Source: an optimization exercise on an open RTL-to-GDS flow (aim: a short achievable clock period and few clock cycles per item). Production flows keep margins and buffers that such runs may drop.
In this exercise RTL edits were held to simulation tests only and were not proved equivalent to the original.

==> flow/design.v <==
package lpd_pkg;
   localparam int CHAN_W = 4;
   localparam int BYTE_W = 8;
   localparam int LEN_W  = 64;
   localparam int DEF_NUM_CHANNELS = 16;
   localparam int DEF_HEADER_BYTES = 8;
   localparam int FIFO_DEPTH = 8;
   localparam int CREDITS    = FIFO_DEPTH + 1;
   localparam int CRED_W     = 4;   
   typedef struct packed {
      logic [CHAN_W-1:0] channel;
      logic [BYTE_W-1:0] data_byte;
   } req_type;
   typedef struct packed {
      logic [CHAN_W-1:0] out_channel;
      logic [BYTE_W-1:0] payload_byte;
      logic              first_of_frame;
      logic              last_of_frame;
      logic              empty_frame;
   } rsp_type;
   typedef struct packed {
      logic    present;
      rsp_type word;
   } ctx_res_type;
endpackage
module lpd_ctx
#(
   parameter int NUM_CHANNELS = lpd_pkg::DEF_NUM_CHANNELS,
   parameter int HEADER_BYTES = lpd_pkg::DEF_HEADER_BYTES
) (
   input  logic                clock,
   input  logic                reset,
   input  logic                in_valid,
   input  logic [((NUM_CHANNELS < (1 << lpd_pkg::CHAN_W)) ? NUM_CHANNELS : (1 << lpd_pkg::CHAN_W))-1:0] in_sel,
   input  lpd_pkg::req_type    in_item,
   output logic                res_valid,
   output lpd_pkg::rsp_type    res_word,
   output logic                res_none
);
   localparam int DEPTH = (NUM_CHANNELS < (1 << lpd_pkg::CHAN_W)) ? NUM_CHANNELS : (1 << lpd_pkg::CHAN_W);
   localparam int HB    = HEADER_BYTES;
   localparam int LW    = lpd_pkg::LEN_W;
   localparam int BW    = lpd_pkg::BYTE_W;
   logic          s_pay  [DEPTH];
   logic [HB-1:0] s_hdr  [DEPTH];
   logic          s_zero [DEPTH];
   logic          s_open [DEPTH];
   logic [LW-1:0] s_len  [DEPTH];
   logic             x_valid;
   logic [DEPTH-1:0] x_sel;
   lpd_pkg::req_type x_item;
   logic             x_pay;
   logic [HB-1:0]    x_hdr;
   logic             x_zero;
   logic             x_open;
   logic [LW-1:0]    x_len;
   logic             n_pay;
   logic [HB-1:0]    n_hdr;
   logic             n_zero;
   logic             n_open;
   logic [LW-1:0]    n_len;
   logic             b_zero;
   logic             all_zero;
   logic             pay_last;
   logic             present;
   lpd_pkg::rsp_type word;
   assign b_zero   = (x_item.data_byte == '0);
   assign all_zero = (x_hdr[0] | x_zero) & b_zero;
   assign pay_last = (x_len == LW'(1));
   always_comb begin
      n_hdr  = x_pay ? x_hdr : {x_hdr[HB-2:0], x_hdr[HB-1]};
      n_zero = x_hdr[0] ? b_zero : (x_zero & b_zero);
      n_open = x_pay & ~pay_last;
      n_pay  = x_pay ? ~pay_last : (x_hdr[HB-1] & ~all_zero);
      n_len  = x_len;
      for (int k = 0; k < HB; k++) begin
         if (k * BW < LW) begin
            if (x_hdr[k]) n_len[k*BW +: BW] = x_item.data_byte;
         end
      end
      if (x_pay) n_len = x_len - LW'(1);
   end
   always_comb begin
      present             = (|x_sel) & (x_pay | (x_hdr[HB-1] & all_zero));
      word.out_channel    = x_item.channel;
      word.payload_byte   = x_pay ? x_item.data_byte : '0;
      word.first_of_frame = x_pay & ~x_open;
      word.last_of_frame  = ~x_pay | pay_last;
      word.empty_frame    = ~x_pay;
   end
   logic          same;
   logic          r_pay;
   logic [HB-1:0] r_hdr;
   logic          r_zero;
   logic          r_open;
   logic [LW-1:0] r_len;
   assign same = x_valid & (|(x_sel & in_sel));
   always_comb begin
      r_pay  = 1'b0;
      r_hdr  = '0;
      r_zero = 1'b0;
      r_open = 1'b0;
      r_len  = '0;
      for (int i = 0; i < DEPTH; i++) begin
         r_pay  = r_pay  | (in_sel[i] & s_pay[i]);
         r_hdr  = r_hdr  | ({HB{in_sel[i]}} & s_hdr[i]);
         r_zero = r_zero | (in_sel[i] & s_zero[i]);
         r_open = r_open | (in_sel[i] & s_open[i]);
         r_len  = r_len  | ({LW{in_sel[i]}} & s_len[i]);
      end
   end
   always_ff @(posedge clock) begin
      if (reset) begin
         x_valid <= 1'b0;
      end else begin
         x_valid <= in_valid;
      end
   end
   always_ff @(posedge clock) begin
      x_sel  <= in_sel;
      x_item <= in_item;
      if (same) begin
         x_pay  <= n_pay;
         x_hdr  <= n_hdr;
         x_zero <= n_zero;
         x_open <= n_open;
         x_len  <= n_len;
      end else begin
         x_pay  <= r_pay;
         x_hdr  <= r_hdr;
         x_zero <= r_zero;
         x_open <= r_open;
         x_len  <= r_len;
      end
   end
   always_ff @(posedge clock) begin
      for (int i = 0; i < DEPTH; i++) begin
         if (reset) begin
            s_pay[i] <= 1'b0;
            s_hdr[i] <= HB'(1);
         end else if (x_valid && x_sel[i]) begin
            s_pay[i] <= n_pay;
            s_hdr[i] <= n_hdr;
         end
      end
   end
   always_ff @(posedge clock) begin
      for (int i = 0; i < DEPTH; i++) begin
         if (x_valid && x_sel[i]) begin
            s_zero[i] <= n_zero;
            s_open[i] <= n_open;
            s_len[i]  <= n_len;
         end
      end
   end
   always_ff @(posedge clock) begin
      if (reset) begin
         res_valid <= 1'b0;
         res_none  <= 1'b0;
      end else begin
         res_valid <= x_valid & present;
         res_none  <= x_valid & ~present;
      end
   end
   always_ff @(posedge clock) begin
      res_word <= word;
   end
endmodule
module lpd_out_reg
(
   input  logic    clock,
   input  logic    reset,
   input  logic    load,
   input  lpd_pkg::rsp_type word,
   output logic    taken,
   output logic    rsp_valid,
   input  logic    rsp_ready,
   output lpd_pkg::rsp_type rsp_data
);
   localparam int D = lpd_pkg::FIFO_DEPTH;
   logic [D-1:0]     ent_valid;
   logic [D-1:0][14:0] ent_word;
   logic [D-1:0]     wr_sel;
   logic [D-1:0]     rd_sel;
   logic             valid_ff;
   lpd_pkg::rsp_type data_ff;
   logic             head_valid;
   lpd_pkg::rsp_type head_word;
   logic             free;
   logic             pop;
   assign rsp_valid = valid_ff;
   assign rsp_data  = data_ff;
   always_comb begin
      head_valid = |(ent_valid & rd_sel);
      head_word  = '0;
      for (int e = 0; e < D; e++) begin
         head_word = head_word | ({15{rd_sel[e]}} & ent_word[e]);
      end
   end
   assign free = ~valid_ff | rsp_ready;
   assign pop  = free & head_valid;
   always_ff @(posedge clock) begin
      if (reset) begin
         valid_ff  <= 1'b0;
         taken     <= 1'b0;
         ent_valid <= '0;
         wr_sel    <= D'(1);
         rd_sel    <= D'(1);
      end else begin
         taken <= valid_ff & rsp_ready;
         if (free) begin
            valid_ff <= head_valid;
         end
         for (int e = 0; e < D; e++) begin
            if (load && wr_sel[e]) begin
               ent_valid[e] <= 1'b1;
            end else if (pop && rd_sel[e]) begin
               ent_valid[e] <= 1'b0;
            end
         end
         if (load) begin
            wr_sel <= {wr_sel[D-2:0], wr_sel[D-1]};
         end
         if (pop) begin
            rd_sel <= {rd_sel[D-2:0], rd_sel[D-1]};
         end
      end
   end
   always_ff @(posedge clock) begin
      if (free) begin
         data_ff <= head_word;
      end
      for (int e = 0; e < D; e++) begin
         if (load && wr_sel[e]) begin
            ent_word[e] <= word;
         end
      end
   end
endmodule
module length_prefix_deframer_unit
#(
   parameter int NUM_CHANNELS = lpd_pkg::DEF_NUM_CHANNELS,
   parameter int HEADER_BYTES = lpd_pkg::DEF_HEADER_BYTES
) (
   input  logic    clock,
   input  logic    reset,
   input  logic    req_valid,
   output logic    req_ready,
   input  lpd_pkg::req_type req_data,
   output logic    rsp_valid,
   input  logic    rsp_ready,
   output lpd_pkg::rsp_type rsp_data
);
   localparam int DEPTH = (NUM_CHANNELS < (1 << lpd_pkg::CHAN_W)) ? NUM_CHANNELS : (1 << lpd_pkg::CHAN_W);
   localparam int CW    = lpd_pkg::CRED_W;
   logic             in_valid_ff;
   logic [DEPTH-1:0] in_sel_ff;
   lpd_pkg::req_type in_item_ff;
   logic             ready_ff;
   logic [CW-1:0]    credit_ff;
   logic [CW-1:0]    credit_base;
   logic             accept;
   logic             res_valid;
   lpd_pkg::rsp_type res_word;
   logic             res_none;
   logic             taken;
   assign req_ready = ready_ff;
   assign accept    = req_valid & ready_ff;
   always_ff @(posedge clock) begin
      if (reset) begin
         in_valid_ff <= 1'b0;
      end else begin
         in_valid_ff <= accept;
      end
   end
   always_ff @(posedge clock) begin
      in_item_ff <= req_data;
      for (int i = 0; i < DEPTH; i++) begin
         in_sel_ff[i] <= (req_data.channel == lpd_pkg::CHAN_W'(i));
      end
   end
   assign credit_base = credit_ff + CW'(res_none) + CW'(taken);
   always_ff @(posedge clock) begin
      if (reset) begin
         credit_ff <= CW'(lpd_pkg::CREDITS);
         ready_ff  <= 1'b1;
      end else if (accept) begin
         credit_ff <= credit_base - CW'(1);
         ready_ff  <= (credit_base >= CW'(2));
      end else begin
         credit_ff <= credit_base;
         ready_ff  <= (credit_base >= CW'(1));
      end
   end
   lpd_ctx #(
      .NUM_CHANNELS (NUM_CHANNELS),
      .HEADER_BYTES (HEADER_BYTES)
   ) u_ctx (
      .clock     (clock),
      .reset     (reset),
      .in_valid  (in_valid_ff),
      .in_sel    (in_sel_ff),
      .in_item   (in_item_ff),
      .res_valid (res_valid),
      .res_word  (res_word),
      .res_none  (res_none)
   );
   lpd_out_reg u_out (
      .clock     (clock),
      .reset     (reset),
      .load      (res_valid),
      .word      (res_word),
      .taken     (taken),
      .rsp_valid (rsp_valid),
      .rsp_ready (rsp_ready),
      .rsp_data  (rsp_data)
   );
endmodule
clock: 8.5 ns
lec_check: 0
abc_clock_period_in_ps: 2500
cap_margin: 20
core_margin: 2
core_utilization: 40
setup_slack_margin: 5
slew_margin: 20
run.sh (not shown) runs the stock make flow with config.mk's settings and CLKGATE_MAP_FILE= SYNTH_SCRIPT=/design/flow/synth_recipe.tcl, a recipe that flattens the netlist after the stock synthesis.
Testbench counts at the start, summed over its fixed seeds: cycles 160,035, items 160,000.
Next try:
Settings changed: ABC_CLOCK_PERIOD_IN_PS 2500 to unset, SETUP_SLACK_MARGIN 5 to unset.
What happened:
- die area is unchanged
- worst setup slack degrades by 540 ps
- first-iteration DRC count grows by 0.89%
- routed wire length is about the same
- worst hold slack hardly moves
- synthesized area does not change
- synthesized cell count stays the same

## port drivers added, routing unchanged
How much do the figures lean on ideal ports? The routed layouts below were timed once more, with nothing changed but the port constraints. Step 1: set_driving_cell puts a clkbuf_16 on clock and a buf_2 on each other input, an assumption about the parent block. Step 2 adds t to the input delays and takes it off the output delays; t is the mean of the earliest and latest rising clock arrival at the registers after step 1. Input paths then give back, and output paths get back, about the clock's delay inside the block. a / b / c = ideal ports / drivers / drivers and shift; a / b = the first two.
run | t (ns) | setup WS [ns] | worst setup path after step 2 | worst slew at a driven data input, ns
the first run | 0.839 | 5.020 / 5.020 / 4.913 | input to register | 0.06
the second run | 0.846 | 4.485 / 4.485 / 4.485 | register to register | 0.06
After both steps every run listed still meets setup and hold. For the first run, which loses most, drivers alone change the setup slack by 0.000 ns; drivers and shift together by -0.107 ns.
